This is an optimization exercise on Yosys and OpenROAD, whose aim is small area, a short achievable clock period and few clock cycles per item, not a production implementation. Where RTL was checked, it was by simulation tests only, not by an equivalence proof against the original. No functional check of the RTL was part of runs 1 to 3. No activity file was given, so power comes from the tool's default toggle rates.

--- flow/config.mk ---
export PLATFORM = sky130hd
export DESIGN_NAME = rsa_key_setup
export DESIGN_NICKNAME = rsa_key_setup
export VERILOG_FILES = /design/flow/design.v
export SDC_FILE = /design/flow/constraint.sdc
export NUM_CORES = 4
export LEC_CHECK = 0
export CAP_MARGIN = 20
export CORE_MARGIN = 2
export CORE_UTILIZATION = 40
export SETUP_SLACK_MARGIN = 4
export SLEW_MARGIN = 20
--- flow/constraint.sdc ---
create_clock -name core_clock -period 10.0 [get_ports {clk}]
set_input_delay 2.0000 -clock core_clock [delete_from_list [all_inputs] [get_ports {clk}]]
set_output_delay 2.0000 -clock core_clock [all_outputs]
set_load 0.01 [all_outputs]
--- flow/design.v ---
package rsa_pkg;
  localparam int PW_DEF  = 16;
  localparam int NW_DEF  = 2 * PW_DEF;
  localparam int DIV_LAT = NW_DEF;
endpackage
import rsa_pkg::*;
module rsa_seq_div
#(
  parameter int W = rsa_pkg::DIV_LAT
) (
  input  logic         clk,
  input  logic         rst,
  input  logic         start,
  input  logic [W-1:0] dividend,
  input  logic [W-1:0] divisor,
  output logic [W-1:0] quot,
  output logic [W-1:0] rem,
  output logic         done
);
  localparam int CW = $clog2(W + 1);
  logic [W-1:0]  rem_q, quo_q, dsr_q;
  logic [CW-1:0] cnt;
  logic          active;
  logic [W-1:0]  src_rem, src_quo, src_dsr, nxt_rem, nxt_quo;
  logic [W:0]    trial;
  logic          qbit;
  always_comb begin
    src_rem = start ? '0       : rem_q;
    src_quo = start ? dividend : quo_q;
    src_dsr = start ? divisor  : dsr_q;
    trial   = {src_rem, src_quo[W-1]};
    if (trial >= {1'b0, src_dsr}) begin
      nxt_rem = W'(trial - {1'b0, src_dsr});
      qbit    = 1'b1;
    end else begin
      nxt_rem = trial[W-1:0];
      qbit    = 1'b0;
    end
    nxt_quo = {src_quo[W-2:0], qbit};
  end
  always_ff @(posedge clk) begin
    if (rst) begin
      active <= 1'b0;
      done   <= 1'b0;
      cnt    <= '0;
    end else begin
      done <= 1'b0;
      if (start) begin
        active <= 1'b1;
        cnt    <= CW'(1);
      end else if (active) begin
        cnt <= cnt + CW'(1);
        if (cnt == CW'(W - 1)) begin
          active <= 1'b0;
          done   <= 1'b1;
        end
      end
    end
  end
  always_ff @(posedge clk) begin
    if (start || active) begin
      rem_q <= nxt_rem;
      quo_q <= nxt_quo;
    end
    if (start) dsr_q <= divisor;
  end
  assign quot = quo_q;
  assign rem  = rem_q;
endmodule
module rsa_key_setup
#(
  parameter int PW = rsa_pkg::PW_DEF
) (
  input  logic            clk,
  input  logic            rst,
  input  logic            start,
  input  logic [PW-1:0]   p,
  input  logic [PW-1:0]   q,
  input  logic [2*PW-1:0] ext_e,
  output logic            busy,
  output logic            done,
  output logic [2*PW-1:0] n,
  output logic [2*PW-1:0] e_o,
  output logic [2*PW-1:0] d,
  output logic            invalid
);
  logic        in_idle, in_mul, in_gcd;
  logic [2:0]  cnt;
  logic        borrow, case2, pqbad, phiodd, first, ltf;
  logic [31:0] phr;           
  logic [32:0] a, t;
  logic [32:0] ca1, ct1, ct2;
  logic        ca2s;          
  logic [32:0] ca2;
  assign ca2 = {ca2s, d};
  logic        tz;            
  logic [1:0]  dct, dca;      
  logic        dmx;           
  logic        parr;          
  function automatic logic [36:0] ks37(input logic [36:0] x, input logic [36:0] y,
                                       input logic ci);
    logic [36:0] g, p, gg, pp, g2, p2;
    g = x & y;
    p = x ^ y;
    gg = g;
    pp = p;
    gg[0] = g[0] | (p[0] & ci);
    for (int k = 1; k < 37; k = k * 2) begin
      g2 = gg;
      p2 = pp;
      for (int i = k; i < 37; i++) begin
        g2[i] = gg[i] | (pp[i] & gg[i-k]);
        p2[i] = pp[i] & pp[i-k];
      end
      gg = g2;
      pp = p2;
    end
    ks37 = p ^ {gg[35:0], ci};
  endfunction
  logic        swap, h2;
  logic [33:0] va_x, va_y, va_sum;
  logic [36:0] va_ks;
  logic        va_zero;
  logic [32:0] t_next;
  always_comb begin
    va_x   = {t[32], t};
    va_y   = {a[32], a};
    va_ks  = ks37({{3{va_x[33]}}, va_x}, {{3{va_y[33]}}, va_y}, 1'b0);
    va_sum = va_ks[33:0];
    va_zero = ((va_x ^ va_y) == {(va_x[32:0] | va_y[32:0]), 1'b0});
    h2     = t[0] ? (t[1] ^ a[1]) : ~t[1];
    if (t[0]) t_next = h2 ? {va_sum[33], va_sum[33:2]} : va_sum[33:1];
    else      t_next = h2 ? {{2{t[32]}}, t[32:2]} : {t[32], t[32:1]};
    swap   = t[0] & (va_sum[33] != t[32]);
  end
  function automatic logic [35:0] add4(input logic [35:0] x,
                                       input logic [35:0] y, input logic en_y,
                                       input logic [35:0] z, input logic en_z, input logic en_w,
                                       input logic neg_z);
    logic [35:0] yy, zx, zz, ww, s1v, c1v, s2v, c2v;
    logic [36:0] r;
    yy  = en_y ? y : 36'd0;
    zx  = neg_z ? ~z : z;
    zz  = en_z ? zx : 36'd0;
    ww  = en_w ? {zx[34:0], neg_z} : 36'd0;
    s1v = x ^ yy ^ zz;
    c1v = {(x[34:0] & yy[34:0]) | (x[34:0] & zz[34:0]) | (yy[34:0] & zz[34:0]), 1'b0};
    s2v = s1v ^ c1v ^ ww;
    c2v = {(s1v[34:0] & c1v[34:0]) | (s1v[34:0] & ww[34:0]) | (c1v[34:0] & ww[34:0]), en_z & neg_z};
    r   = ks37({s2v, 1'b1}, {c2v, en_w & neg_z}, 1'b0);
    add4 = r[36:1];
  endfunction
  logic        run, odd, par, par2, sigma, dbl, sh2, c0, c1;
  logic        y1en, z1en, z1neg, w1en;
  logic        y2en, z2en, z2neg, w2en;
  logic [35:0] m1, m2, s1, s2;
  logic [1:0]  dct_n;
  always_comb begin
    run    = in_gcd & ~tz;
    odd    = t[0];
    m1     = {4'b0000, e_o};
    m2     = {4'b1111, phr};
    par    = parr;
    sigma  = ~(case2 ? ct2[32] : ct1[32]);
    dbl    = in_gcd & h2;
    sh2    = in_mul | dbl;
    par2   = dct[1] ^ (odd & dca[1]) ^ (par & (dmx ^ sigma))
           ^ (dct[0] | (odd & dca[0]));
    c0 = ct2[0] ^ borrow;
    c1 = ct2[1] ^ (borrow & ~ct2[0]);
    if (in_mul) begin
      y1en = 1'b0;  z1en = ct1[0];  w1en = ct1[1];  z1neg = 1'b0;
      y2en = 1'b0;  z2en = c0;      w2en = c1;      z2neg = 1'b0;
    end else if (run) begin
      y1en = odd;   z1en = par;     w1en = dbl & par2;  z1neg = sigma;
      y2en = odd;   z2en = par;     w2en = dbl & par2;  z2neg = ~sigma;
    end else begin
      y1en = 1'b0;  z1en = 1'b0;    w1en = 1'b0;    z1neg = 1'b0;
      y2en = 1'b1;  z2en = ca2s;    w2en = 1'b0;    z2neg = 1'b1;
    end
    s1 = add4({{3{ct1[32]}}, ct1}, {{3{ca1[32]}}, ca1}, y1en, m1, z1en, w1en, z1neg);
    s2 = add4({{3{ct2[32]}}, ct2}, {{3{ca2[32]}}, ca2}, y2en, m2, z2en, w2en, z2neg);
    dct_n = case2 ? (sh2 ? s2[3:2] : s2[2:1]) : (sh2 ? s1[3:2] : s1[2:1]);
  end
  always_ff @(posedge clk) begin
    if (rst) begin
      in_idle <= 1'b1;
      in_mul  <= 1'b0;
      in_gcd  <= 1'b0;
      busy    <= 1'b0;
      done    <= 1'b0;
      invalid <= 1'b0;
      n       <= '0;
      e_o     <= '0;
      d       <= '0;
    end else begin
      done <= 1'b0;
      if (in_idle) begin
        busy <= 1'b0;
        if (start && !busy) begin
          busy    <= 1'b1;
          a       <= {1'b0, ext_e};
          e_o     <= {p, 16'd0};
          phr     <= {~(p - 16'd2), 16'd0};
          ct1     <= {17'd0, q};
          ct2     <= {17'd0, q};
          borrow  <= 1'b1;
          pqbad   <= (p < 16'd2) || (q < 16'd2) || (p == q);
          phiodd  <= ~p[0] & ~q[0];
          cnt     <= '0;
          in_idle <= 1'b0;
          in_mul  <= 1'b1;
        end
      end
      else if (in_mul) begin
        ct1    <= s1[34:2];
        ct2    <= s2[34:2];
        borrow <= borrow & ~ct2[0] & ~ct2[1];
        cnt    <= cnt + 3'd1;
        if (cnt == 3'd7) begin
          in_mul <= 1'b0;
          n      <= s1[33:2];
          phr    <= s2[33:2];
          e_o    <= a[31:0];
          if (pqbad || (a[31:1] == 31'd0) || (!a[0] && !phiodd)) begin
            done    <= 1'b1;
            invalid <= 1'b1;
            d       <= '0;
            in_idle <= 1'b1;
          end else begin
            case2 <= ~a[0];
            tz    <= 1'b0;
            first <= 1'b1;
            dca   <= 2'b00;
            dct   <= 2'b11;
            dmx   <= a[0] ? a[1] : ~s2[3];
            parr  <= 1'b1;
            if (a[0]) begin
              t    <= s2[34:2];
              ca1  <= '0;
              ct1  <= {33{1'b1}};
              ca2s <= 1'b1;
              d    <= {32{1'b1}};
              ct2  <= '0;
            end else begin
              a    <= s2[34:2];
              t    <= a;
              ca1  <= {33{1'b1}};
              ct1  <= '0;
              ca2s <= 1'b0;
              d    <= 32'd0;
              ct2  <= {33{1'b1}};
            end
            in_gcd <= 1'b1;
          end
        end
      end
      else if (in_gcd) begin
        first <= 1'b0;
        if (first) ltf <= va_sum[33];
        if (tz) begin
          done    <= 1'b1;
          in_gcd  <= 1'b0;
          in_idle <= 1'b1;
          if (ltf && (a == {33{1'b1}})) begin
            invalid <= 1'b0;
            d       <= s2[31:0];
          end else begin
            invalid <= 1'b1;
            d       <= '0;
          end
        end else begin
          t   <= t_next;
          tz  <= t[0] & va_zero;
          ct1 <= sh2 ? s1[34:2] : s1[33:1];
          ct2 <= sh2 ? s2[34:2] : s2[33:1];
          dct <= dct_n;
          parr <= dct_n[0] ^ (t_next[0] & (swap ? dct[0] : dca[0]));
          if (swap) begin
            a    <= t;
            ca1  <= ct1;
            ca2s <= ct2[32];
            d    <= ct2[31:0];
            dca  <= dct;
          end
        end
      end
    end
  end
endmodule
--- flow/run.sh ---
#!/bin/bash
# synth_recipe.tcl (not shown) runs the flow's synth.tcl, then flattens the netlist and writes it again
# the make line also repeats each setting of config.mk as NAME=value (left out here)
make -C /OpenROAD-flow-scripts/flow DESIGN_CONFIG=/design/flow/config.mk WORK_HOME=/design/flow/orfs CLKGATE_MAP_FILE= SYNTH_SCRIPT=/design/flow/synth_recipe.tcl finish
==> results.ini, run 1 <==
[clocking]
cts_tree = done
ctsHtreeMaxLevel = 2
cts.path.max_buffers = 3
cts_buffers = 40
cts_sinks = 316
clkTransAtPathRegs_ps = 60
cts_root_buf = clkbuf_16
cts-hold-fix-buffers = 0
clk_latency_ps = 600

[global_route]
grt_pass1_vias = 23200
antenna_found_initial = 1
grt_max_degree = 101
grt_pass1_wl_um = 154000
grt_util_all_layers_pct = 29.4
gr-total-overflow = 0

[placement]
post-dp-hpwl_um = 76500
place_congestion = 0.981
port_buffers = 165
placed_cells = 3963
place_worst_setup_slack_ps = 2950
placed_area_um2 = 29400

[power_and_ir_drop]
clkPwrFrac_pct = 27.9
swShare_pct = 41.8
power_mw = 5.67
power_density_nw_per_um2 = 178
vdd_drop_max_mv = 0.131
p_leak_nw = 13.3
pwr-share-seq_pct = 28.2
pwr-share-comb_pct = 43.9
switching_power_mw = 2.37
p_int_mw = 3.30

[logic_synthesis]
ys_seq_area_share_pct = 31.6
async_flop_share_pct = 0
avgSynthCellArea_um2 = 8.80
synth_ff_type = edfxtp_1
syn_nets = 3387
ys_seq_elements = 316
netlist_instances = 3045
ys_types = 83
syn_area_um2 = 26800
synth_edf_count = 214
yosysWarnings = 1

[timing]
finClkSkew_ps = 25.0
rsz0062_at_grt = yes
fmax_mhz = 167
hold-worst-slack_ps = 462
slew_violations = 0
worst_pin_slew_ps = 1120
setup_viol = 0
fin_crit_ps = 5970
final.period_utilization_pct = 59.7
fin_tns_setup_ps = 0
slew_headroom_pct = 25.0
finalWorstSetupSlack_ps = 4030
hold_viol = 0

[min_path]
hold_depth = 2
hold_path_end = invalid
hold_path_startpoint = invalid
hold_class = flip-flop to flip-flop

[critical_path]
reg2reg_slack_ps = 4030
worstPathRequired_ps = 10340
end_kind = flip-flop
r2r_cells = 24
worstPathMaxFanout = 7
r2r-start = t[1]
crit_type = flip-flop to flip-flop
r2r-end = t[28]
critPathArrivalTime_ps = 6310
start_kind = flip-flop

[floorplanning]
num_rows = 94
num_io_pins = 166
core-area_um2 = 66100
fp.dieW_um = 263
die_h_um = 263
initial_core_util_pct = 40.5
die_area_um2 = 69100

[route]
drt-initial-drc-count = 2794
wl_met1_um = 44900
dr.pass1.iters = 6
drc_errors = 0
drt_wl_total_um = 105000
wl_met3_um = 11100
routed_via_density = 6.00
vias = 24500
postRouteAntennaNets = 0
routed.top_layer = met4
wire_per_inst_um = 25.7
dr_wl_met2_um = 45200

[layout]
antennaDiodeCount = 0
layout-drive-gt1-share_pct = 9.72
nets = 3521
fin_area_um2 = 31800
fin_util_pct = 48.2
final_cells = 4075
area_delta_synth_final_pct = 18.9

[outcome]
outcome = finished clean

[run]
drv_cap = 0

worst max-delay path by stage:
stage / start / to / slack [ps]
6_report: t[1] / t[28] / 4030
4_1_cts: t[0] / t[28] / 4010
3_3_place_gp: t[1] / ct2[17] / 3140
5_1_grt: in_gcd / ct1[31] / 3870
2_1_floorplan: t[1] / ct2[31] / 4010
3_5_place_dp: t[1] / ct2[17] / 2950
critical path, cell delays in order, from the launching register on:
cell        delay, ps
edfxtp_1          400
buf_12            120
clkinvlp_4        100
ha_4              290
and2_4            160
o21ai_2            90
or4_4             590
o211ai_1          130
buf_4             190
buf_8             140
buf_4             110
nand2_1            60
fa_1              550
inv_1              70
ha_4              290
nand4_1           140
o31a_1            310
and3_1            210
a21oi_4           280
a31oi_4           160
o211ai_4          330
a31oi_2           160
xnor2_2           230
a221o_1           320
a221o_1           260
routing by layer:
metal | vias up | GRT usage, %
li1 | 10900 | -
met1 | 12000 | 42.0
met2 | 1363 | 44.7
met3 | 203 | 5.71
met4 | 0 | 9.85
met5 | - | 0
sequential cells by signal, summed over array words and instances (netlist names), 3 cells and up:
signal,flops
a,33
ca1,33
ct1,33
ct2,33
t,33
d,32
e_o,32
n,32
phr,32
cnt,3
logic make-up (layout without fill, tap and decap cells):
family	count (synthesis)	in the layout	share of synthesized area, %
AO/OA/AOI/OAI	798	800	19.7
XOR/XNOR	220	220	7.33
adder cells (fa/ha/maj)	275	275	16.6
buffers and inverters	489	653	6.87
flip-flops	316	316	31.6
multiplexers	83	83	3.21
AND/OR/NAND/NOR	864	864	14.7
layout by cell type (no fill, tap or decap), types with 102 or more instances in the layout:
master,synthesis,layout
clkdlybuf4s50_1,0,164
a21oi_1,196,188
a21o_1,102,102
o21ai_0,170,162
inv_1,327,324
xnor2_1,123,105
fa_1,133,133
ha_1,142,130
edfxtp_1,214,214
nor2_1,208,200
nand2_1,354,351
cells in the mapped netlist, types with 25 or more instances:
cell	count	share of area, %
clkbuf_1	143	2.0
or2_2	25	0.58
a21o_1	102	2.9
a21oi_1	196	3.7
edfxtp_1	214	24
xnor2_1	123	4.0
nand2_1	354	5.0
a221oi_1	37	1.2
a211oi_1	44	1.2
nor2b_1	29	0.68
inv_1	327	4.6
o21ai_0	170	3.2
fa_1	133	9.9
nand4_1	25	0.58
ha_1	142	6.6
dfxtp_1	102	7.6
mux2i_1	64	2.4
o211ai_1	29	0.81
nand3_1	25	0.47
nor3_1	52	0.97
nor4_1	27	0.63
nor2_1	208	2.9
and2_1	60	1.4
a22oi_1	35	0.98
xor2_1	92	3.0
final cells by class:
class	count	area (um^2)
timing repair buffer	252	2400
sequential	316	8480
clock buffer	59	1240
inverter	327	1230
clock inverter	15	166
fill	6211	34200
tap	864	1080
multi-input combinational	2242	17300
power groups by stage:
stage	clock network, mW	logic, mW	registers (mW)
2_1_floorplan	0	1.39	1.59
3_3_place_gp	0	2.17	1.62
3_5_place_dp	0	2.20	1.62
4_1_cts	1.59	2.27	1.60
5_1_grt	1.64	2.66	1.61
6_report	1.58	2.49	1.60
timing repair:
item                                    in CTS  in global routing
resized for setup                           42                 67
endpoints found under the setup margin     164                108
gates cloned                                 5                  0
pin swaps                                   10                 26
buffers inserted                            21                 12
==> run 2: changes to the inputs <==
--- a/flow/design.v
+++ b/flow/design.v
@@ -97,6 +97,8 @@
   logic [1:0]  dct, dca;      
   logic        dmx;           
   logic        parr;          
+  logic        h2r;           
+  logic        p2q;           
   function automatic logic [36:0] ks37(input logic [36:0] x, input logic [36:0] y,
                                        input logic ci);
     logic [36:0] g, p, gg, pp, g2, p2;
@@ -128,7 +130,7 @@
     va_ks  = ks37({{3{va_x[33]}}, va_x}, {{3{va_y[33]}}, va_y}, 1'b0);
     va_sum = va_ks[33:0];
     va_zero = ((va_x ^ va_y) == {(va_x[32:0] | va_y[32:0]), 1'b0});
-    h2     = t[0] ? (t[1] ^ a[1]) : ~t[1];
+    h2     = h2r;
     if (t[0]) t_next = h2 ? {va_sum[33], va_sum[33:2]} : va_sum[33:1];
     else      t_next = h2 ? {{2{t[32]}}, t[32:2]} : {t[32], t[32:1]};
     swap   = t[0] & (va_sum[33] != t[32]);
@@ -154,7 +156,8 @@
   logic        y1en, z1en, z1neg, w1en;
   logic        y2en, z2en, z2neg, w2en;
   logic [35:0] m1, m2, s1, s2;
-  logic [1:0]  dct_n;
+  logic [1:0]  dct_n, dca_n;
+  logic        par_n;
   always_comb begin
     run    = in_gcd & ~tz;
     odd    = t[0];
@@ -164,8 +167,7 @@
     sigma  = ~(case2 ? ct2[32] : ct1[32]);
     dbl    = in_gcd & h2;
     sh2    = in_mul | dbl;
-    par2   = dct[1] ^ (odd & dca[1]) ^ (par & (dmx ^ sigma))
-           ^ (dct[0] | (odd & dca[0]));
+    par2   = p2q ^ (par & sigma);
     c0 = ct2[0] ^ borrow;
     c1 = ct2[1] ^ (borrow & ~ct2[0]);
     if (in_mul) begin
@@ -181,6 +183,8 @@
     s1 = add4({{3{ct1[32]}}, ct1}, {{3{ca1[32]}}, ca1}, y1en, m1, z1en, w1en, z1neg);
     s2 = add4({{3{ct2[32]}}, ct2}, {{3{ca2[32]}}, ca2}, y2en, m2, z2en, w2en, z2neg);
     dct_n = case2 ? (sh2 ? s2[3:2] : s2[2:1]) : (sh2 ? s1[3:2] : s1[2:1]);
+    dca_n = swap ? dct : dca;
+    par_n = dct_n[0] ^ (t_next[0] & dca_n[0]);
   end
   always_ff @(posedge clk) begin
     if (rst) begin
@@ -235,6 +239,8 @@
             dct   <= 2'b11;
             dmx   <= a[0] ? a[1] : ~s2[3];
             parr  <= 1'b1;
+            p2q   <= a[0] ? a[1] : ~s2[3];
+            h2r   <= a[0] ? (s2[2] ? (s2[3] ^ a[1]) : ~s2[3]) : ~a[1];
             if (a[0]) begin
               t    <= s2[34:2];
               ca1  <= '0;
@@ -275,7 +281,10 @@
           ct1 <= sh2 ? s1[34:2] : s1[33:1];
           ct2 <= sh2 ? s2[34:2] : s2[33:1];
           dct <= dct_n;
-          parr <= dct_n[0] ^ (t_next[0] & (swap ? dct[0] : dca[0]));
+          parr <= par_n;
+          p2q  <= dct_n[1] ^ (t_next[0] & dca_n[1]) ^ (par_n & dmx)
+                ^ (dct_n[0] | (t_next[0] & dca_n[0]));
+          h2r  <= t_next[0] ? (t_next[1] ^ (swap ? t[1] : a[1])) : ~t_next[1];
           if (swap) begin
             a    <= t;
             ca1  <= ct1;
==> run 2 against run 1 <==
Non-clock buffer count fell by 20; flip-flop and latch count rose by 2; combinational power fell by about 10%; die area rose by 0.76%; largest power group unchanged; design area fell by 0.80%; cell count barely moved; synthesized cell count rose by 0.72%; critical endpoint is now t[14]; wire length rose by 0.63%.
==> results.ini, run 2 <==
[timing]
slew_headroom_pct = 12.7  ; -12 points
rsz0062_at_grt = no
hold_viol = 0  ; unchanged
fin_crit_ps = 5980  ; +10.9 ps
slew_violations = 0  ; unchanged
final.period_utilization_pct = 59.8  ; +0.11 points
finClkSkew_ps = 33.6  ; +8.58 ps
fmax_mhz = 167  ; -0.18%
worst_pin_slew_ps = 1310  ; +184 ps
setup_viol = 0  ; unchanged
fin_tns_setup_ps = 0  ; unchanged

[route]
routed_via_density = 6.04  ; +0.70%
postRouteAntennaNets = 0  ; unchanged
drc_errors = 0  ; unchanged
drt_wl_total_um = 105000  ; +0.63%
vias = 24600  ; +0.62%
dr.pass1.iters = 9  ; +3
drt-initial-drc-count = 2634  ; -5.7%
wire_per_inst_um = 25.9  ; +0.71%

[clocking]
clk_latency_ps = 590  ; about the same
clkTransAtPathRegs_ps = 60  ; about the same
cts.path.max_buffers = 3  ; unchanged
cts_tree = done
cts_buffers = 42  ; +5.0%
cts_root_buf = clkbuf_16
cts-hold-fix-buffers = 0  ; unchanged
ctsHtreeMaxLevel = 2  ; unchanged
cts_sinks = 318  ; +0.63%

[floorplanning]
fp.dieW_um = 264  ; +0.38%
initial_core_util_pct = 40.3  ; -0.26 points
num_io_pins = 166  ; unchanged
die_area_um2 = 69600  ; +0.76%
num_rows = 95  ; +1.1%
die_h_um = 264  ; +0.38%
core-area_um2 = 67000  ; +1.4%

[logic_synthesis]
ys_types = 83  ; unchanged
ys_seq_elements = 318  ; +0.63%
yosysWarnings = 1  ; unchanged
ys_seq_area_share_pct = 31.6  ; about the same
ys_top_cells_by_count = nand2_1 (420), inv_1 (300), edfxtp_1 (216)
syn_nets = 3410  ; +0.68%
synth_largest_area_cell = edfxtp_1
synth_edf_count = 216  ; +0.93%
syn_area_um2 = 27000  ; +0.77%
yosysMostFrequentCell = nand2_1
synth_ff_type = edfxtp_1
yosys.area.top_type_share_pct = 24.0  ; +0.039 points
netlist_instances = 3067  ; +0.72%
synthTopCellsByArea = edfxtp_1 (24%), fa_1 (9.9%), dfxtp_1 (7.6%)
avgSynthCellArea_um2 = 8.80  ; about the same
async_flop_share_pct = 0  ; unchanged

[min_path]
hold_class = flip-flop to flip-flop
hold_path_startpoint = n[2]
hold_path_end = n[2]
hold_depth = 2  ; unchanged

[layout]
nFillCells = 6459  ; +4.0%
regArea_um2 = 8540  ; +0.75%
area_delta_synth_final_pct = 17.0
final_common_cell = nand2_1
layout-drive-gt1-share_pct = 8.01  ; -1.7 points
multi_input_area_um2 = 17100  ; -1.0%
nets = 3506  ; -0.43%
final_cell_mix = nand2_1 (417), inv_1 (299), edfxtp_1 (216)
fin_area_um2 = 31600  ; -0.80%

[outcome]
outcome = finished clean

[run]
drv_cap = 0  ; unchanged

[critical_path]
worstPathMaxFanout = 51  ; +44
critPathArrivalTime_ps = 6390  ; +80 ps
start_kind = flip-flop
end_kind = flip-flop
slowest_delay_ps = 1040  ; +450 ps
path_buf_inv = 2  ; -4
r2r-end = t[14]
r2r-start = in_mul
path_cells = buf_6, a21oi_2, buf_6, and2_1, fa_1, fa_1, ha_1, o211ai_1, a211oi_2, o211ai_1, and2_1, o41ai_2, xor2_1, mux2i_1, o221ai_1
crit_type = flip-flop to flip-flop
reg2reg_slack_ps = 4020  ; about the same
critPathTopFamily = compound AO/OA/AOI/OAI gates
worstPathRequired_ps = 10400  ; +60 ps
r2r_cells = 15  ; -38%
slowest_stage = xor2_1
path_depth = 15  ; -38%

[power_and_ir_drop]
power_mw = 5.50  ; -3.1%
vdd_drop_max_mv = 0.109  ; -17%
switching_power_mw = 2.24  ; -5.6%
swShare_pct = 40.7  ; -1.1 points
p_leak_nw = 12.9  ; -3.4%
power_density_nw_per_um2 = 174  ; -2.3%
pwr-share-seq_pct = 29.2  ; +1.0 points
p_int_mw = 3.26  ; -1.3%
pwr-share-comb_pct = 40.7  ; -3.2 points
clkPwrFrac_pct = 30.1  ; +2.2 points

[placement]
post-dp-hpwl_um = 75500  ; -1.3%
port_buffers = 165  ; unchanged
placed_area_um2 = 29500  ; +0.24%
place_congestion = 0.980  ; -0.11%

[global_route]
grt_pass1_vias = 23800  ; +2.8%
antenna_found_initial = 6  ; +5
grt_pass1_wl_um = 154000  ; +0.45%
gr-total-overflow = 0  ; unchanged
grt_util_all_layers_pct = 29.3  ; -0.14 points
grt_max_degree = 86  ; -15%

==> run 2: changes by cell type after synthesis, moves of 12 or more <==
cell      delta
nand4_1     +12
and2_1      -28
a221oi_1    -22
o221ai_1    +12
clkbuf_1    +15
nor3_1      -25
xnor2_1     +25
xor2_1      -20
a22o_1      +15
a22oi_1     +22
a21o_1      -26
inv_1       -27
nand2_1     +66
==> run 2: stage by stage <==
step | cells | util, % | setup WS [ps] | hold WS [ps]
2_1_floorplan | 3067 | - | 4300 | 481
3_3_place_gp | 3971 | 44.0 | 3260 | 447
3_5_place_dp | 3971 | 44.0 | 3140 | 449
4_1_cts | 4054 | 46.6 | 4010 | 457
5_1_grt | 4068 | 47.1 | 3990 | 467
6_report | 4072 | 47.1 | 4020 | 458
==> run 2: worst max-delay path by stage <==
stage / startpoint / endpoint / slack (ps)
3_5_place_dp: tz / d[22] / 3140
5_1_grt: case2 / p2q / 3990
3_3_place_gp: tz / d[22] / 3260
2_1_floorplan: case2 / t[17] / 4300
4_1_cts: h2r / ct1[32] / 4010
6_report: in_mul / t[14] / 4020
==> run 2: cells by family after synthesis <==
kind of cell / synth area share [%]
DFF: 31.6
xor gates and xnor gates: 7.26
adders and majority gates: 16.5
muxes: 3.45
buffers and inverters: 6.74
AOI/OAI and AO/OA: 19.6
and+or+nand+nor: 14.9
==> run 2: power by group through the flow <==
stage	sequential, mW	combinational [mW]	clock, mW
floorplan	1.59	1.31	0
global placement	1.63	2.05	0
detailed placement	1.63	2.07	0
CTS	1.60	2.13	1.67
global route	1.61	2.39	1.71
finish	1.60	2.24	1.66
==> run 2: final cells by class <==
class | instances | area share (%)
flip-flops and latches | 318 | 27.0
repair buffers | 232 | 7.18
clock buffers | 56 | 3.86
well taps | 873 | 3.46
inverters | 302 | 3.59
multi-input cells | 2267 | 54.0
diodes | 4 | 0.0317
clock inverters | 20 | 0.804
==> run 2: layer usage <==
layer	global-route usage (%)	up-vias	wire, um
met5	0	-	0
met4	12.7	0	4820
met3	6.06	238	10600
met2	43.9	1334	45200
met1	40.9	12100	44800
li1	-	10900	-
==> run 2: timing repair <==
action                                  4_1_cts  5_1_grt
endpoints found under the setup margin      179       86
resized for setup                            33       34
buffers inserted                              7       10
cloned                                        0        4
pin swaps                                     0        5
==> run 2: worst reg2reg max path: stages, from the launching register on <==
cell and delay (ps):
dfxtp_4 640, buf_6 520, a21oi_2 80, buf_6 220, and2_1 240, fa_1 500, fa_1 430, ha_1 390
o211ai_1 190, a211oi_2 350, o211ai_1 170, and2_1 210, o41ai_2 430, xor2_1 1040, mux2i_1 180, o221ai_1 220
==> run 3: changes to the inputs <==
--- a/flow/config.mk
+++ b/flow/config.mk
@@ -8,5 +8,5 @@
 export CAP_MARGIN = 20
 export CORE_MARGIN = 2
 export CORE_UTILIZATION = 40
-export SETUP_SLACK_MARGIN = 4
+export SETUP_SLACK_MARGIN = 5
 export SLEW_MARGIN = 20
==> run 3 against run 2 <==
Still clean on timing, DRC and antenna; non-clock buffer count is 263 higher; synthesized cell count is the same; global-route usage increased by 2.3 points; area after synthesis did not move; critical path depth rose by 5; die area is the same; clock power is 7% lower; utilization up 8.6 points; flip-flop and latch count did not move; largest cell class unchanged.
==> results.ini, run 3 <==
[clocking]
cts_buffers = 42  ; unchanged
cts_root_buf = clkbuf_16
clk_latency_ps = 590  ; about the same
cts_tree = done
clkTransAtPathRegs_ps = 60  ; about the same
cts.path.max_buffers = 3  ; unchanged
cts-hold-fix-buffers = 0  ; unchanged
cts_sinks = 318  ; unchanged
ctsHtreeMaxLevel = 2  ; unchanged

[logic_synthesis]
synthTopCellsByArea = edfxtp_1 (24%), fa_1 (9.9%), dfxtp_1 (7.6%)
async_flop_share_pct = 0  ; unchanged
ys_top_cells_by_count = nand2_1 (420), inv_1 (300), edfxtp_1 (216)
ys_seq_area_share_pct = 31.6  ; unchanged
synth_edf_count = 216  ; unchanged
yosysWarnings = 1  ; unchanged
synth-simple-area-share_pct = 14.9  ; unchanged
synth-xor-area-share_pct = 7.26  ; unchanged
synth_fa_ha_area_share_pct = 16.5  ; unchanged
syn_nets = 3410  ; unchanged
avgSynthCellArea_um2 = 8.80  ; unchanged
yosys.area.top_type_share_pct = 24.0  ; unchanged
syn_area_um2 = 27000  ; unchanged
yosysMostFrequentCell = nand2_1
netlist_instances = 3067  ; unchanged
ys_types = 83  ; unchanged
ys_seq_elements = 318  ; unchanged
synth_ff_type = edfxtp_1
synth_largest_area_cell = edfxtp_1
synth-compound-area-share_pct = 19.6  ; unchanged
muxShareOfSynthArea_pct = 3.45  ; unchanged
synth_top_family_by_area = compound AO/OA/AOI/OAI gates

[global_route]
busiest_layer = met2
grt_use_met2_pct = 47.4  ; +3.5 points
grt_util_all_layers_pct = 31.6  ; +2.3 points
use_met3_pct = 6.83  ; +0.77 points
antenna_found_initial = 1  ; -5
grt_pass1_vias = 25600  ; +7.4%
grt_use_met1_pct = 43.8  ; +2.9 points
grt_pass1_wl_um = 166000  ; +7.8%
grt_max_degree = 82  ; -4.7%
gr-total-overflow = 0  ; unchanged

[min_path]
hold_class = flip-flop to flip-flop
hold_path_end = n[16]
hold_depth = 2  ; unchanged
hold_path_startpoint = n[16]

[layout]
nets = 3773  ; +7.6%
antennaDiodeCount = 0  ; -4
regArea_um2 = 8540  ; about the same
final_common_cell = nand2_1
nFillCells = 5723  ; -11%
multi_input_area_um2 = 20300  ; +19%
area_delta_synth_final_pct = 38.4
final_cell_mix = nand2_1 (382), inv_1 (281), buf_4 (227)
layout-drive-gt1-share_pct = 26.0  ; +18 points
fin_util_pct = 55.8  ; +8.6 points

[floorplanning]
initial_core_util_pct = 40.3  ; unchanged
core-area_um2 = 67000  ; unchanged
fp.dieW_um = 264  ; unchanged
num_io_pins = 166  ; unchanged
die_h_um = 264  ; unchanged
die_area_um2 = 69600  ; unchanged
num_rows = 95  ; unchanged

[timing]
fmax_mhz = 185  ; +11%
worst_pin_slew_ps = 1260  ; -42.8 ps
setup_viol = 0  ; unchanged
fin_crit_ps = 5410  ; -570 ps
hold-worst-slack_ps = 451  ; -6.49 ps
final.period_utilization_pct = 54.1  ; -5.7 points
fin_tns_setup_ps = 0  ; unchanged
slew_violations = 0  ; unchanged
rsz0062_at_grt = yes
hold_viol = 0  ; unchanged
finClkSkew_ps = 20.4  ; -13.2 ps
slew_headroom_pct = 15.6  ; +2.9 points

[critical_path]
r2r-end = t[17]
start_kind = flip-flop
r2r-start = ct1[32]
critPathArrivalTime_ps = 5750  ; -640 ps
end_kind = flip-flop
r2r_cells = 20  ; +5
slowest_stage = fa_2
worstPathRequired_ps = 10330  ; -70 ps
crit_type = flip-flop to flip-flop
worstPathMaxFanout = 7  ; -86%
path_cells = mux2_4, o21ai_4, buf_12, buf_12, buf_4, xnor2_1, nand2_1, fa_2, fa_1, inv_1, ha_4, a21oi_4, o21bai_1, a21oi_1, o21ai_2, a221oi_2, o21ai_2, xor2_2, a221o_1, a221o_1
reg2reg_slack_ps = 4590  ; +570 ps
slowest_delay_ps = 570  ; -470 ps
critPathTopFamily = compound AO/OA/AOI/OAI gates
path_buf_inv = 4  ; +2

[power_and_ir_drop]
swShare_pct = 41.2  ; +0.43 points
switching_power_mw = 2.70  ; +21%
pwr-share-comb_pct = 51.9  ; +11 points
vdd_drop_max_mv = 0.129  ; +18%
pwr-share-seq_pct = 24.4  ; -4.8 points
p_int_mw = 3.86  ; +18%
p_leak_nw = 15.1  ; +17%
clkPwrFrac_pct = 23.7  ; -6.4 points
power_density_nw_per_um2 = 175  ; +0.86%

[outcome]
outcome = finished clean

[placement]
post-dp-hpwl_um = 76700  ; +1.6%
place_congestion = 0.969  ; -1.1%
port_buffers = 165  ; unchanged

[route]
dr.pass1.iters = 9  ; unchanged
drt_wl_total_um = 116000  ; +11%
drc_errors = 0  ; unchanged
drt-initial-drc-count = 3514  ; +33%
routed_via_density = 6.16  ; +1.9%
wire_per_inst_um = 26.9  ; +3.8%
vias = 26700  ; +8.6%
postRouteAntennaNets = 0  ; unchanged

[run]
drv_cap = 0  ; unchanged

## run 3: cell count changes in the layout (fill, tap and decap cells not counted), moves of 25 or more
cell and delta:
buf_4 +172, xnor2_1 -47, a21oi_1 -58, xnor2_4 +32, buf_12 +25, a21oi_2 +43
nand2_1 -35, ha_4 +44, buf_6 +58, nand2_2 +27, o21ai_0 -68, ha_1 -48
o21ai_1 +43
## run 3: worst max-delay path by stage
stage | depth (start not counted) | slack, ps | end | start
3_3_place_gp | 17 | 3010 | d[22] | t[0]
3_5_place_dp | 17 | 2940 | a[20] | t[0]
2_1_floorplan | 20 | 4930 | t[17] | case2
6_report | 20 | 4590 | t[17] | ct1[32]
4_1_cts | 25 | 4740 | p2q | in_mul
5_1_grt | 20 | 4380 | ct1[29] | ct1[32]
## run 3: routing by layer
layer	part of all wire, %	vias up
met5	0.060	-
met4	5.7	6
met3	11	421
met2	44	1677
met1	40	13100
li1	-	11500
## run 3: tightest hold or removal path, cell delays in order (launching register included)
cell     delay (ps)
dfxtp_1         310
nand2_1          50
a21oi_1          50
## run 3: area by class of cell
type | count | share of cell area [%]
Clock buffer | 55 | 3.08
Clock inverter | 23 | 0.623
Inverter | 302 | 3.09
Multi-Input combinational cell | 2270 | 54.2
Sequential cell | 318 | 22.8
Tap cell | 873 | 2.92
Timing Repair Buffer | 495 | 13.2
Timing Repair inverter | 1 | 0.0234
## run 3: cells by family (layout without fill, tap and decap cells)
| kind of cell | after synthesis | count (layout) |
|---|---|---|
| compound gates | 793 | 793 |
| xor+xnor | 222 | 222 |
| fa+ha+maj | 276 | 276 |
| buf+inv | 482 | 876 |
| flops | 318 | 318 |
| mux | 82 | 82 |
| simple gates | 894 | 897 |
## run 3: power groups by stage
stage	registers, mW	clock network [mW]	logic (mW)
floorplan	1.59	0	1.34
global placement	1.62	0	2.05
detailed placement	1.62	0	2.08
CTS	1.59	1.56	2.78
global route	1.60	1.61	3.55
finish	1.60	1.55	3.41
## run 3: through the flow
step,power [mW],cells,cell area (um^2),worst slack (ps)
6_report,6.56,4337,37400,4590
5_1_grt,6.76,4337,37400,4380
4_1_cts,5.94,4234,35200,4740
3_5_place_dp,3.69,3968,29600,2940
3_3_place_gp,3.66,3967,29600,3010
2_1_floorplan,2.92,3067,27300,4930
## run 3: timing repair
action,4_1_cts,5_1_grt
cloned,11,2
pin swaps,173,182
setup endpoints to repair,232,186
buffers inserted,177,101
gates resized for setup,447,283
==> run 4: changes to the inputs <==
--- a/flow/design.v
+++ b/flow/design.v
@@ -96,41 +96,16 @@
   logic        tz;            
   logic [1:0]  dct, dca;      
   logic        dmx;           
-  logic        parr;          
-  logic        h2r;           
-  logic        p2q;           
-  function automatic logic [36:0] ks37(input logic [36:0] x, input logic [36:0] y,
-                                       input logic ci);
-    logic [36:0] g, p, gg, pp, g2, p2;
-    g = x & y;
-    p = x ^ y;
-    gg = g;
-    pp = p;
-    gg[0] = g[0] | (p[0] & ci);
-    for (int k = 1; k < 37; k = k * 2) begin
-      g2 = gg;
-      p2 = pp;
-      for (int i = k; i < 37; i++) begin
-        g2[i] = gg[i] | (pp[i] & gg[i-k]);
-        p2[i] = pp[i] & pp[i-k];
-      end
-      gg = g2;
-      pp = p2;
-    end
-    ks37 = p ^ {gg[35:0], ci};
-  endfunction
   logic        swap, h2;
   logic [33:0] va_x, va_y, va_sum;
-  logic [36:0] va_ks;
   logic        va_zero;
   logic [32:0] t_next;
   always_comb begin
     va_x   = {t[32], t};
     va_y   = {a[32], a};
-    va_ks  = ks37({{3{va_x[33]}}, va_x}, {{3{va_y[33]}}, va_y}, 1'b0);
-    va_sum = va_ks[33:0];
+    va_sum = va_x + va_y;
     va_zero = ((va_x ^ va_y) == {(va_x[32:0] | va_y[32:0]), 1'b0});
-    h2     = h2r;
+    h2     = t[0] ? (t[1] ^ a[1]) : ~t[1];
     if (t[0]) t_next = h2 ? {va_sum[33], va_sum[33:2]} : va_sum[33:1];
     else      t_next = h2 ? {{2{t[32]}}, t[32:2]} : {t[32], t[32:1]};
     swap   = t[0] & (va_sum[33] != t[32]);
@@ -149,25 +124,24 @@
     c1v = {(x[34:0] & yy[34:0]) | (x[34:0] & zz[34:0]) | (yy[34:0] & zz[34:0]), 1'b0};
     s2v = s1v ^ c1v ^ ww;
     c2v = {(s1v[34:0] & c1v[34:0]) | (s1v[34:0] & ww[34:0]) | (c1v[34:0] & ww[34:0]), en_z & neg_z};
-    r   = ks37({s2v, 1'b1}, {c2v, en_w & neg_z}, 1'b0);
+    r   = {s2v, 1'b1} + {c2v, en_w & neg_z};
     add4 = r[36:1];
   endfunction
   logic        run, odd, par, par2, sigma, dbl, sh2, c0, c1;
   logic        y1en, z1en, z1neg, w1en;
   logic        y2en, z2en, z2neg, w2en;
   logic [35:0] m1, m2, s1, s2;
-  logic [1:0]  dct_n, dca_n;
-  logic        par_n;
   always_comb begin
     run    = in_gcd & ~tz;
     odd    = t[0];
     m1     = {4'b0000, e_o};
     m2     = {4'b1111, phr};
-    par    = parr;
+    par    = dct[0] ^ (odd & dca[0]);
     sigma  = ~(case2 ? ct2[32] : ct1[32]);
     dbl    = in_gcd & h2;
     sh2    = in_mul | dbl;
-    par2   = p2q ^ (par & sigma);
+    par2   = dct[1] ^ (odd & dca[1]) ^ (par & (dmx ^ sigma))
+           ^ (dct[0] | (odd & dca[0]));
     c0 = ct2[0] ^ borrow;
     c1 = ct2[1] ^ (borrow & ~ct2[0]);
     if (in_mul) begin
@@ -182,9 +156,6 @@
     end
     s1 = add4({{3{ct1[32]}}, ct1}, {{3{ca1[32]}}, ca1}, y1en, m1, z1en, w1en, z1neg);
     s2 = add4({{3{ct2[32]}}, ct2}, {{3{ca2[32]}}, ca2}, y2en, m2, z2en, w2en, z2neg);
-    dct_n = case2 ? (sh2 ? s2[3:2] : s2[2:1]) : (sh2 ? s1[3:2] : s1[2:1]);
-    dca_n = swap ? dct : dca;
-    par_n = dct_n[0] ^ (t_next[0] & dca_n[0]);
   end
   always_ff @(posedge clk) begin
     if (rst) begin
@@ -238,9 +209,6 @@
             dca   <= 2'b00;
             dct   <= 2'b11;
             dmx   <= a[0] ? a[1] : ~s2[3];
-            parr  <= 1'b1;
-            p2q   <= a[0] ? a[1] : ~s2[3];
-            h2r   <= a[0] ? (s2[2] ? (s2[3] ^ a[1]) : ~s2[3]) : ~a[1];
             if (a[0]) begin
               t    <= s2[34:2];
               ca1  <= '0;
@@ -280,11 +248,8 @@
           tz  <= t[0] & va_zero;
           ct1 <= sh2 ? s1[34:2] : s1[33:1];
           ct2 <= sh2 ? s2[34:2] : s2[33:1];
-          dct <= dct_n;
-          parr <= par_n;
-          p2q  <= dct_n[1] ^ (t_next[0] & dca_n[1]) ^ (par_n & dmx)
-                ^ (dct_n[0] | (t_next[0] & dca_n[0]));
-          h2r  <= t_next[0] ? (t_next[1] ^ (swap ? t[1] : a[1])) : ~t_next[1];
+          if (case2) dct <= sh2 ? s2[3:2] : s2[2:1];
+          else       dct <= sh2 ? s1[3:2] : s1[2:1];
           if (swap) begin
             a    <= t;
             ca1  <= ct1;
==> run 4 against run 3 <==
Worst setup slack worse by 140 ps; area after synthesis shrank 0.45%; wire length is 1.7% lower; cell count fell by 0.62%; highest routed layer is now met4; via count shrank 2.6%; still clean; first-iteration DRC count shrank 23%; clock skew is 15 ps higher; clock power rose by 3%; critical path type unchanged.
==> results.ini, run 4 <==
[route]
drt-initial-drc-count = 2716  ; -23%
drt_wl_total_um = 114000  ; -1.7%
dr.pass1.iters = 6  ; -3
postRouteAntennaNets = 0  ; unchanged
drc_errors = 0  ; unchanged
vias = 26000  ; -2.6%
wire_per_inst_um = 26.6  ; -1.1%
routed_via_density = 6.04  ; -2.0%

[global_route]
grt_max_degree = 68  ; -17%
antenna_found_initial = 1  ; unchanged
grt_pass1_vias = 25600  ; -0.043%
gr-total-overflow = 0  ; unchanged
grt_util_all_layers_pct = 31.9  ; +0.28 points
grt_pass1_wl_um = 166000  ; about the same

[logic_synthesis]
yosys.area.top_type_share_pct = 23.8  ; -0.23 points
yosysWarnings = 1  ; unchanged
ys_top_cells_by_count = nand2_1 (367), inv_1 (327), a21oi_1 (219)
synth_edf_count = 213  ; -1.4%
netlist_instances = 3107  ; +1.3%
ys_seq_elements = 315  ; -0.94%
synthTopCellsByArea = edfxtp_1 (24%), fa_1 (9.9%), dfxtp_1 (7.6%)
ys_types = 76  ; -8.4%
synth_ff_type = edfxtp_1
avgSynthCellArea_um2 = 8.65  ; -1.7%
async_flop_share_pct = 0  ; unchanged
ys_seq_area_share_pct = 31.4  ; -0.19 points
syn_nets = 3450  ; +1.2%
syn_area_um2 = 26900  ; -0.45%
yosysMostFrequentCell = nand2_1
synth_largest_area_cell = edfxtp_1

[timing]
slew_headroom_pct = 20.4  ; +4.9 points
fmax_mhz = 180  ; -2.6%
worst_pin_slew_ps = 1190  ; -72.7 ps
final.period_utilization_pct = 55.6  ; +1.4 points
finClkSkew_ps = 35.1  ; +14.7 ps
fin_tns_setup_ps = 0  ; unchanged
hold_viol = 0  ; unchanged
slew_violations = 0  ; unchanged
fin_crit_ps = 5560  ; +142 ps
setup_viol = 0  ; unchanged
rsz0062_at_grt = yes

[critical_path]
end_kind = flip-flop
slowest_delay_ps = 500  ; -70 ps
path_cells = nand2_4, ha_4, and3b_2, a211oi_4, a21oi_2, buf_6, buf_12, and2_4, fa_1, inv_1, fa_1, inv_2, ha_4, buf_4, buf_4, a21o_1, a21oi_2, o21ai_1, nand2b_1, o311a_4, o21ai_4, nor4b_4, or3_4, a221o_1
r2r-start = t[0]
startpoint = t[0]
r2r-end = t[29]
critPathArrivalTime_ps = 5870  ; +120 ps
worstPathRequired_ps = 10310  ; -20 ps
crit_type = flip-flop to flip-flop
r2r_cells = 24  ; +20%
slowest_stage = edfxtp_1
reg2reg_slack_ps = 4440  ; -140 ps
start_kind = flip-flop
worstPathMaxFanout = 7  ; unchanged

[run]
drv_cap = 0  ; unchanged

[floorplanning]
fp.dieW_um = 263  ; -0.22%
initial_core_util_pct = 40.2  ; about the same
num_io_pins = 166  ; unchanged
core-area_um2 = 66800  ; -0.35%
die_area_um2 = 69300  ; -0.45%
num_rows = 95  ; unchanged
die_h_um = 263  ; -0.22%

[placement]
port_buffers = 165  ; unchanged
placed_area_um2 = 29600  ; -0.11%
post-dp-hpwl_um = 77200  ; +0.66%
place_congestion = 0.945  ; -2.5%

[layout]
nets = 3748  ; -0.66%
fin_area_um2 = 36700  ; -1.8%
final_cell_mix = nand2_1 (330), inv_1 (300), edfxtp_1 (213)
area_delta_synth_final_pct = 36.6
layout-drive-gt1-share_pct = 25.0  ; -0.98 points
nFillCells = 5840  ; +2.0%
final_common_cell = nand2_1

[power_and_ir_drop]
pwr-share-comb_pct = 47.9  ; -4.0 points
power_density_nw_per_um2 = 166  ; -5.3%
pwr-share-seq_pct = 25.9  ; +1.5 points
vdd_drop_max_mv = 0.136  ; +6.0%
clkPwrFrac_pct = 26.2  ; +2.5 points
switching_power_mw = 2.41  ; -11%
swShare_pct = 39.5  ; -1.6 points
p_leak_nw = 14.9  ; -1.3%
p_int_mw = 3.69  ; -4.4%

[clocking]
clk_latency_ps = 590  ; about the same
cts_buffers = 40  ; -4.8%
cts_sinks = 315  ; -0.94%
cts_tree = done
cts-hold-fix-buffers = 0  ; unchanged
clkTransAtPathRegs_ps = 60  ; about the same
ctsHtreeMaxLevel = 2  ; unchanged
cts.path.max_buffers = 3  ; unchanged
cts_root_buf = clkbuf_16

[min_path]
hold_depth = 2  ; unchanged
hold_class = flip-flop to flip-flop
hold_path_startpoint = n[13]
hold_path_end = n[13]

[outcome]
outcome = finished clean

## run 4: cell types whose count changed in the layout (fill, tap and decap cells not counted), moves of 13 or more
| cell | before | now |
|---|---|---|
| nand2_1 | 382 | 330 |
| buf_4 | 227 | 179 |
| xnor2_1 | 89 | 127 |
| a21oi_1 | 122 | 153 |
| inv_1 | 281 | 300 |
| a21o_1 | 74 | 91 |
| a221oi_2 | 4 | 21 |
| xnor2_4 | 34 | 19 |
| a22oi_1 | 38 | 25 |
| o21ai_2 | 20 | 33 |
## run 4: worst max path at each step
stage	endpoint	cells after the start	slack [ps]
2_1_floorplan	ct2[30]	26	4560
3_3_place_gp	t[14]	23	2260
3_5_place_dp	ct2[31]	23	2110
4_1_cts	a[31]	22	4570
5_1_grt	t[29]	24	4340
6_report	t[29]	24	4440
## run 4: what timing repair did
item                                   CTS  global route
resized for setup                      516           222
cloned                                   8             0
endpoints found under the hold margin    0             0
buffers inserted                       185            51
setup endpoints to repair              301           232
pin swaps                              192           176
## run 4: power groups by stage
stage	clock network, mW	logic (mW)	registers [mW]
2_1_floorplan	0	1.26	1.56
3_3_place_gp	0	1.87	1.60
3_5_place_dp	0	1.87	1.60
4_1_cts	1.60	2.58	1.58
5_1_grt	1.65	3.09	1.58
6_report	1.60	2.93	1.58
## run 4: layout make-up
| cell class | count | area (um^2) | share of cell area [%] |
|---|---|---|---|
| Multi-Input combinational cell | 2273 | 20000 | 54.5 |
| Sequential cell | 315 | 8450 | 23.0 |
| Timing Repair Buffer | 447 | 4520 | 12.3 |
| Inverter | 328 | 1230 | 3.36 |
| Clock buffer | 61 | 1230 | 3.36 |
| Tap cell | 873 | 1090 | 2.97 |
| Clock inverter | 12 | 174 | 0.474 |
| Antenna cell | 1 | 2.50 | 0.00681 |
## run 4: routing by layer
metal / share of wire (%) / global-route usage, % / vias up
met5: 0 / 0 / -
met4: 4.8 / 13.7 / 0
met3: 8.9 / 5.97 / 267
met2: 44 / 49.4 / 1339
met1: 42 / 43.7 / 13000
li1: - / - / 11400
## run 4: metrics by stage
| step | std cells | setup WS [ps] | hold slack [ps] | util (%) | total power [mW] |
|---|---|---|---|---|---|
| after floorplan | 3107 | 4560 | 442 | - | 2.82 |
| after global placement | 3989 | 2260 | 446 | 44.3 | 3.47 |
| after detailed placement | 3989 | 2110 | 445 | 44.3 | 3.47 |
| after CTS | 4255 | 4570 | 454 | 52.8 | 5.76 |
| after global routing | 4309 | 4340 | 471 | 55.0 | 6.32 |
| final | 4310 | 4440 | 453 | 55.0 | 6.10 |
## run 4: logic make-up after synthesis
group / count (synthesis) / share of synthesized area, %
xor+xnor: 226 / 7.39
compound gates: 841 / 20.4
mux: 66 / 2.51
flops: 315 / 31.4
fa+ha+maj: 276 / 16.6
simple gates: 861 / 14.4
buf+inv: 522 / 7.31
## run 4: worst max-delay path: cells and delay by family, from the launching register on
kind	cells	cell delay, ps
DFF	1	500
adders and majority gates	4	1380
buffers and inverters	6	670
AOI/OAI and AO/OA	8	1470
and+or+nand+nor	6	1260
Testbench counts of run 4, summed over its fixed seeds: cycles 44,928, keys 1,200.
==> run 5: changes to the inputs <==
--- a/flow/config.mk
+++ b/flow/config.mk
@@ -8,5 +8,5 @@
 export CAP_MARGIN = 20
 export CORE_MARGIN = 2
 export CORE_UTILIZATION = 40
-export SETUP_SLACK_MARGIN = 5
+export SETUP_SLACK_MARGIN = 4
 export SLEW_MARGIN = 20
==> run 5 against run 4 <==
Still clean; non-clock buffer count shrank 205; design area shrank 14%; cell count shrank 4.8%; utilization shrank 7.5 points; fmax shrank 5.0%.
==> results.ini, run 5 <==
[outcome]
outcome = finished clean

[layout]
nets = 3543  ; -5.5%
final_cell_mix = nand2_1 (365), inv_1 (325), edfxtp_1 (213)
layout-drive-gt1-share_pct = 8.42  ; -17 points
fin_area_um2 = 31700  ; -14%
nFillCells = 6464  ; +11%
area_delta_synth_final_pct = 17.9
final_common_cell = nand2_1
antennaDiodeCount = 0  ; -1

[global_route]
gr-total-overflow = 0  ; unchanged
grt_util_all_layers_pct = 30.0  ; -1.9 points
grt_max_degree = 67  ; -1.5%
antenna_found_initial = 1  ; unchanged
grt_pass1_wl_um = 157000  ; -5.5%
grt_pass1_vias = 24200  ; -5.4%

[power_and_ir_drop]
p_int_mw = 3.17  ; -14%
pwr-share-seq_pct = 29.9  ; +4.0 points
switching_power_mw = 2.07  ; -14%
pwr-share-comb_pct = 39.3  ; -8.6 points
swShare_pct = 39.5  ; about the same
vdd_drop_max_mv = 0.113  ; -17%
p_leak_nw = 13.0  ; -13%
clkPwrFrac_pct = 30.7  ; +4.5 points
power_density_nw_per_um2 = 165  ; -0.45%

[logic_synthesis]
ys_seq_area_share_pct = 31.4  ; unchanged
synthTopCellsByArea = edfxtp_1 (24%), fa_1 (9.9%), dfxtp_1 (7.6%)
ys_types = 76  ; unchanged
synth_largest_area_cell = edfxtp_1
netlist_instances = 3107  ; unchanged
syn_nets = 3450  ; unchanged
synth_ff_type = edfxtp_1
synth_edf_count = 213  ; unchanged
ys_seq_elements = 315  ; unchanged
avgSynthCellArea_um2 = 8.65  ; unchanged
ys_top_cells_by_count = nand2_1 (367), inv_1 (327), a21oi_1 (219)
yosys.area.top_type_share_pct = 23.8  ; unchanged
syn_area_um2 = 26900  ; unchanged
yosysMostFrequentCell = nand2_1
yosysWarnings = 1  ; unchanged
async_flop_share_pct = 0  ; unchanged

[floorplanning]
fp.dieW_um = 263  ; unchanged
die_h_um = 263  ; unchanged
num_io_pins = 166  ; unchanged
initial_core_util_pct = 40.2  ; unchanged
die_area_um2 = 69300  ; unchanged
num_rows = 95  ; unchanged
core-area_um2 = 66800  ; unchanged

[run]
drv_cap = 0  ; unchanged

[route]
postRouteAntennaNets = 0  ; unchanged
wl_met3_um = 10000  ; -1.1%
dr.pass1.iters = 9  ; +3
routed_via_density = 6.00  ; -0.65%
vias = 24600  ; -5.4%
routed.top_layer = met4
dr_wl_met2_um = 47000  ; -7.6%
drt-initial-drc-count = 2740  ; +0.88%
drt_wl_total_um = 107000  ; -6.6%
drc_errors = 0  ; unchanged
wl_met1_um = 45200  ; -5.7%
wire_per_inst_um = 26.0  ; -2.0%

[critical_path]
worst_path_most_repeated_cell = a21o_1
path_depth = 22  ; -8.3%
r2r_cells = 22  ; -8.3%
path_buf_inv = 3  ; -3
slowest_stage = fa_1
slowest_delay_ps = 500  ; about the same
critPathCapture = ct2[29]
r2r-end = ct2[29]
startpoint = t[0]
critPathArrivalTime_ps = 6180  ; +310 ps
start_kind = flip-flop
end_kind = flip-flop
critPathTopFamily = compound AO/OA/AOI/OAI gates
reg2reg_slack_ps = 4150  ; -290 ps
worstPathMaxFanout = 7  ; unchanged
worstPathRequired_ps = 10330  ; +20 ps
crit_type = flip-flop to flip-flop
path_cells = nand2_1, ha_1, and3b_2, a211oi_4, a21o_4, buf_12, nor2_1, fa_1, inv_1, fa_1, inv_1, ha_1, a21oi_1, o21bai_1, a21o_1, a21o_1, a21o_1, a21o_1, a21oi_1, o21ai_0, or3_4, a221o_1
r2r-start = t[0]

[placement]
port_buffers = 165  ; unchanged
place_congestion = 0.996  ; +5.4%
post-dp-hpwl_um = 78100  ; +1.1%
placed_area_um2 = 29400  ; -0.72%

[clocking]
ctsHtreeMaxLevel = 2  ; unchanged
cts_buffers = 41  ; +2.5%
cts.path.max_buffers = 3  ; unchanged
cts_tree = done
clkTransAtPathRegs_ps = 60  ; about the same
clk_latency_ps = 590  ; about the same
cts_sinks = 315  ; unchanged
cts_root_buf = clkbuf_16

[min_path]
hold_class = flip-flop to flip-flop
hold_depth = 2  ; unchanged

[timing]
worst_pin_slew_ps = 1170  ; -25.3 ps
fmax_mhz = 171  ; -5.0%
slew_headroom_pct = 22.1  ; +1.7 points
fin_tns_setup_ps = 0  ; unchanged
hold_viol = 0  ; unchanged
slew_violations = 0  ; unchanged
rsz0062_at_grt = yes
finClkSkew_ps = 27.8  ; -7.28 ps
final.period_utilization_pct = 58.5  ; +2.9 points
setup_viol = 0  ; unchanged
fin_crit_ps = 5850  ; +292 ps

==> run 5: cell types whose count changed in the layout (fill, tap and decap cells not counted), sizes merged, moves of 2 or more <==
cell / before / now
buf: 279 / 77
bufbuf: 4 / 0
a21bo: 4 / 1
clkinvlp: 0 / 2
==> run 5: area by class of cell <==
| cell class | instances | area (um^2) | area share [%] |
|---|---|---|---|
| flip-flops and latches | 315 | 8450 | 26.7 |
| well taps | 873 | 1090 | 3.45 |
| clock inverters | 15 | 189 | 0.596 |
| multi-input cells | 2272 | 17100 | 54.1 |
| inverters | 328 | 1240 | 3.91 |
| clock buffers | 60 | 1240 | 3.91 |
| repair buffers | 242 | 2360 | 7.44 |
==> run 5: worst min path at each step <==
stage	startpoint	slack, ps	endpoint
floorplan	in_mul	440	first
global placement	n[17]	440	n[17]
detailed placement	n[25]	450	n[25]
CTS	n[25]	460	n[25]
global route	n[15]	480	n[15]
finish	n[25]	450	n[25]
==> run 5: logic make-up after synthesis <==
logic type      Yosys count  share of synthesized area [%]
compound gates          841                           20.4
xor+xnor                226                           7.39
fa+ha+maj               276                           16.6
buf+inv                 522                           7.31
flops                   315                           31.4
mux                      66                           2.51
simple gates            861                           14.4
==> run 5: per-layer routing <==
layer | GRT usage (%) | vias to the layer above
met1 | 41.0 | 12200
met2 | 47.2 | 1188
met4 | 11.5 | 0
met5 | 0 | -
met3 | 5.65 | 235
li1 | - | 11000
==> run 5: stage by stage <==
step / cells / setup WS (ps) / power (mW) / hold WS [ps] / utilization (%)
final: 4105 / 4150 / 5.24 / 452 / 47.4
after global routing: 4105 / 3910 / 5.46 / 476 / 47.4
after CTS: 4086 / 3990 / 5.10 / 455 / 46.7
after detailed placement: 3995 / 2830 / 3.43 / 448 / 44.0
after global placement: 3995 / 3020 / 3.41 / 444 / 44.0
after floorplan: 3107 / 4010 / 2.74 / 442 / -
==> run 5: power by group through the flow <==
stage	Combinational, mW	Clock, mW	Sequential (mW)
after floorplan	1.18	0	1.56
after global placement	1.82	0	1.59
after detailed placement	1.83	0	1.59
after CTS	1.91	1.63	1.57
after global routing	2.21	1.67	1.57
final	2.06	1.61	1.57
==> run 5: worst min-delay path, cell delays in order, from the launching register on <==
cell and delay [ps]:
dfxtp_1 300, nand2_1 50, a21oi_1 50
==> run 5: what timing repair did <==
action,4_1_cts,5_1_grt
pin swaps,5,15
cloned,1,2
setup endpoints to repair,191,137
hold buffers,0,0
buffers inserted,15,16
gates resized for setup,45,57

## what the ideal ports hide
The flow's constraints put no driver on any port. The routed layouts listed below were extracted and timed again, unchanged, in two steps.
Step 1, drivers: a clkbuf_16 drives clk and a buf_2 each remaining input, both assumed.
Step 2 times the ports against the registers' clock, not the clock port: input delays grow and output delays shrink by t, the midpoint of the rising clock arrivals with the driver on.
Three values: ideal, step 1, step 2; two values: the first two.
| run | t (ns) | setup slack, ns | hold slack, ns | worst register clock-pin slew, ns | pins driven straight from the clock port |
|---|---|---|---|---|---|
| run 1 | 0.657 | 4.027 / 4.027 / 4.027 | 0.462 / 0.462 / 0.462 | 0.07 / 0.07 | 1 |
| run 2 | 0.637 | 4.016 / 4.016 / 4.016 | 0.458 / 0.458 / 0.458 | 0.06 / 0.06 | 1 |
| run 3 | 0.648 | 4.586 / 4.586 / 4.586 | 0.451 / 0.451 / 0.451 | 0.07 / 0.07 | 1 |
| run 4 | 0.639 | 4.444 / 4.444 / 4.444 | 0.453 / 0.453 / 0.453 | 0.07 / 0.07 | 1 |
| run 5 | 0.643 | 4.152 / 4.152 / 4.152 | 0.452 / 0.452 / 0.452 | 0.07 / 0.07 | 1 |
After both steps every run listed still meets setup and hold.
